This design comes from an exercise in tuning for small area on the open sky130 flow, not from production work.
Function was checked by simulation only, so behaviour that the tests miss may differ from the original.
Power and IR drop assume default switching activity.

==> inputs of exp/raven <==
Design snow_overlay_top, start of the top module:
module snow_overlay_top (
    input  logic        clk_i,
    input  logic        rst_i,
    input  logic        cen_i,      
    input  logic [1:0]  blank_i,    
    input  logic [2:0]  sync_i,     
    output logic [23:0] rgb_o,      
    output logic [2:0]  sync_o      
);
clock: 12.5 ns
lec_check: 0
abc_area: 1
cap_margin: 20
core_margin: 2
core_utilization: 40
slew_margin: 20
standard.sh (not shown) runs the stock make flow with config.mk's settings and CLKGATE_MAP_FILE= SYNTH_SCRIPT=/design/flow/synth_recipe.tcl, a recipe that flattens the netlist after the stock synthesis.
==> flow/flow/run.sh <==
#!/bin/bash
# Own layout flow: the standard synthesis, then the combinational logic between the
# (unchanged) flip-flops is re-mapped with a stronger ABC script, then the standard layout
# from floorplan to finish. Each tool's output goes to a log file of its own here.
set -euo pipefail
W=$(pwd)
F=$W/flow
YOSYS=${YOSYS_EXE:-/OpenROAD-flow-scripts/tools/install/yosys/bin/yosys}
[[ -x $YOSYS ]] || YOSYS=yosys

# 1. Standard synthesis (the standard flow's own script, unchanged)
bash standard.sh synth > "$W/synth_std.log" 2>&1
R=$(dirname "$(ls "$W"/orfs/results/*/snow_overlay_top/base/1_2_yosys.v | head -n 1)")
cp "$R/1_2_yosys.v" "$W/netlist_std.v"

# 2. Re-map the gates between the flip-flops
RESYN_LIB=$FLOW_HOME/platforms/$FLOW_PLATFORM/lib/sky130_fd_sc_hd__tt_025C_1v80.lib \
RESYN_NETLIST=$W/netlist_std.v RESYN_TOP=$FLOW_TOP RESYN_SCRIPT=$F/resyn.abc \
RESYN_STAT=$W/resyn_stat.txt RESYN_OUT=$W/netlist_resyn.v \
  "$YOSYS" -c "$F/resyn.tcl" > "$W/resyn.log" 2>&1
cp "$W/netlist_resyn.v" "$R/1_2_yosys.v"
rm -f "$R/1_synth.odb" "$R/1_synth.sdc"

# 3. Standard layout on the new netlist
bash standard.sh ${FLOW_MAKE_VARS:-} finish > "$W/layout.log" 2>&1
Other scripts of this flow, unchanged in this note and not shown: flow/flow/resyn.abc, flow/flow/resyn.tcl
==> exp/delta (differences from exp/raven) <==
--- a/flow/design.v
+++ b/flow/design.v
@@ -118,13 +118,13 @@
     logic p3;                                   
     assign adv = cen_i && frame_start_i;
     for (genvar j = 0; j < NS; j++) begin : g_flake
         localparam int S  = j + 1;              
         localparam int X0 = (j * 160) % 1920;
         localparam int Y0 = (j * 90) % 1080;
-        if (j == 0 || j == 2 || j == 4 || j == 6 || j == 7) begin : g_st
+        if (j == 0 || j == 2 || j == 4 || j == 6) begin : g_st
             logic        wrap;                  
             logic        xw;                    
             logic [13:0] y_add;
             logic [13:0] x_add;
             logic [14:0] y_sum;
             logic [14:0] x_sum;
@@ -162,16 +162,16 @@
             always_ff @(posedge clk_i) begin
                 if (rst_i) xq <= 11'(X0);
                 else       xq <= x_sum[10:0];
             end
             assign fx[j] = xq;
         end else begin : g_der
-            localparam int P  = (j == 5) ? 2 : 0;           
+            localparam int P  = (j == 5) ? 2 : (j == 7) ? 3 : 0;   
             localparam int M  = (j == 3) ? 4 : 2;           
             localparam int SH = (j == 3) ? 2 : 1;           
-            localparam int K  = (j == 3) ? 268 : 90;
+            localparam int K  = (j == 3) ? 268 : (j == 7) ? 88 : 90;
             localparam int C  = (j == 3) ? 480 : 160;
             logic [3:0]  th;                    
             logic [13:0] ky;                    
             logic [13:0] cx;                    
             logic [14:0] y_sum;
             logic [14:0] x_sum;
@@ -188,12 +188,13 @@
                 if      (th[3]) begin ky = 14'(K - 4320); cx = 14'(C + 548); end
                 else if (th[2]) begin ky = 14'(K - 3240); cx = 14'(C + 411); end
                 else if (th[1]) begin ky = 14'(K - 2160); cx = 14'(C + 274); end
                 else if (th[0]) begin ky = 14'(K - 1080); cx = 14'(C + 137); end
                 else            begin ky = 14'(K);        cx = 14'(C);       end
                 if (j == 3) ky[1] = p3;         
+                if (j == 7 && p3) ky = th[0] ? 14'(84 - 1080) : 14'd90;
             end
             assign y_sum = radd(14'(fy[P]) << SH, ky);
             assign x_sum = radd(14'(fx[P]) << SH, cx);
             logic [14:0] hsum;
             logic [14:0] hinc;
             assign hsum  = radd(14'(x_sum[13:11]), 14'(x_sum[10:7]));
--- a/flow/flow/run.sh
+++ b/flow/flow/run.sh
@@ -18,8 +18,12 @@
 RESYN_NETLIST=$W/netlist_std.v RESYN_TOP=$FLOW_TOP RESYN_SCRIPT=$F/resyn.abc \
 RESYN_STAT=$W/resyn_stat.txt RESYN_OUT=$W/netlist_resyn.v \
   "$YOSYS" -c "$F/resyn.tcl" > "$W/resyn.log" 2>&1
 cp "$W/netlist_resyn.v" "$R/1_2_yosys.v"
 rm -f "$R/1_synth.odb" "$R/1_synth.sdc"
 
-# 3. Standard layout on the new netlist
-bash standard.sh ${FLOW_MAKE_VARS:-} finish > "$W/layout.log" 2>&1
+# 3. Standard layout on the new netlist. Ports get the smallest buffer; the clock tree uses
+# mid-size buffers without dummy loads.
+bash standard.sh \
+  "BUFFER_PORTS_ARGS=-buffer_cell sky130_fd_sc_hd__buf_1" \
+  "CTS_ARGS=-sink_clustering_enable -repair_clock_nets -buf_list sky130_fd_sc_hd__clkbuf_8 -dont_use_dummy_load -sink_clustering_size 24 -sink_clustering_max_diameter 80" \
+  "GPL_TIMING_DRIVEN=0" "REMOVE_ABC_BUFFERS=1" finish > "$W/layout.log" 2>&1
==> qor summary <==
quantity	exp/delta	exp/raven
Flop+latch power	0.405 mW	0.465 mW
Count of non-filler cells in the finished layout	3298	3339
Fin crit period	11.23 ns	8.91 ns
Endpoint of the worst-slack reg-to-reg timing path	u_comp.rgb_q[23]	u_comp.rgb_q[13]
# diodes	0	2
Mapped cell area	0.0156 mm^2	0.0159 mm^2
Outcome	no timing/DRC/antenna violations	no timing/DRC/antenna violations
Hold path start	u_raster.vblank_q	u_snow.p3
Number of placed cells counting well taps	3279	3305
Relative contribution of sequential cells to total power	0.480	0.399
Worst-path fanout max	8	9
Count of clock buffers in the final design	17	18
Path depth of the worst reg2reg path	70	55
Share of layout cells above drive strength 1	0.0137	0.0273
Fraction of power consumed by combinational cells	0.187	0.148
Area of the core region	0.0386 mm^2	0.0389 mm^2
Worst setup endpoint	u_comp.rgb_q[23]	u_comp.rgb_q[13]
Delay contributed by the slowest stage of the critical path	0.56 ns	0.46 ns
Register area	0.00244 mm^2	0.00284 mm^2
Met2 Routed Length	27300 um	27900 um
Sum of routed wire segments on met1	24000 um	27700 um

## re-timing with driven ports
In the flow no input, the clock included, has a driving cell. The finished layouts below were timed again as built, in two steps. Step 1 sets driving cells, clkbuf_16 on the clock port and buf_2 on the other inputs (assumed; they add their load-dependent delay and slew). Step 2 times the ports against the registers' clock, not the clock port: input delays grow and output delays shrink by t, the midpoint of the rising clock arrivals with the driver on. a / b / c = ideal / step 1 / step 2; a / b = the first two.
| run | t (ns) | setup slack, ns | hold slack, ns | worst register clock-pin slew, ns | worst slew at a driven data input, ns |
|---|---|---|---|---|---|
| exp/raven | 0.504 | 3.595 / 3.595 / 3.595 | 0.486 / 0.486 / 0.486 | 0.08 / 0.08 | 0.05 |
| exp/delta | 0.526 | 1.271 / 1.271 / 1.271 | 0.480 / 0.480 / 0.480 | 0.09 / 0.09 | 0.03 |
After both steps every run listed still meets setup and hold.
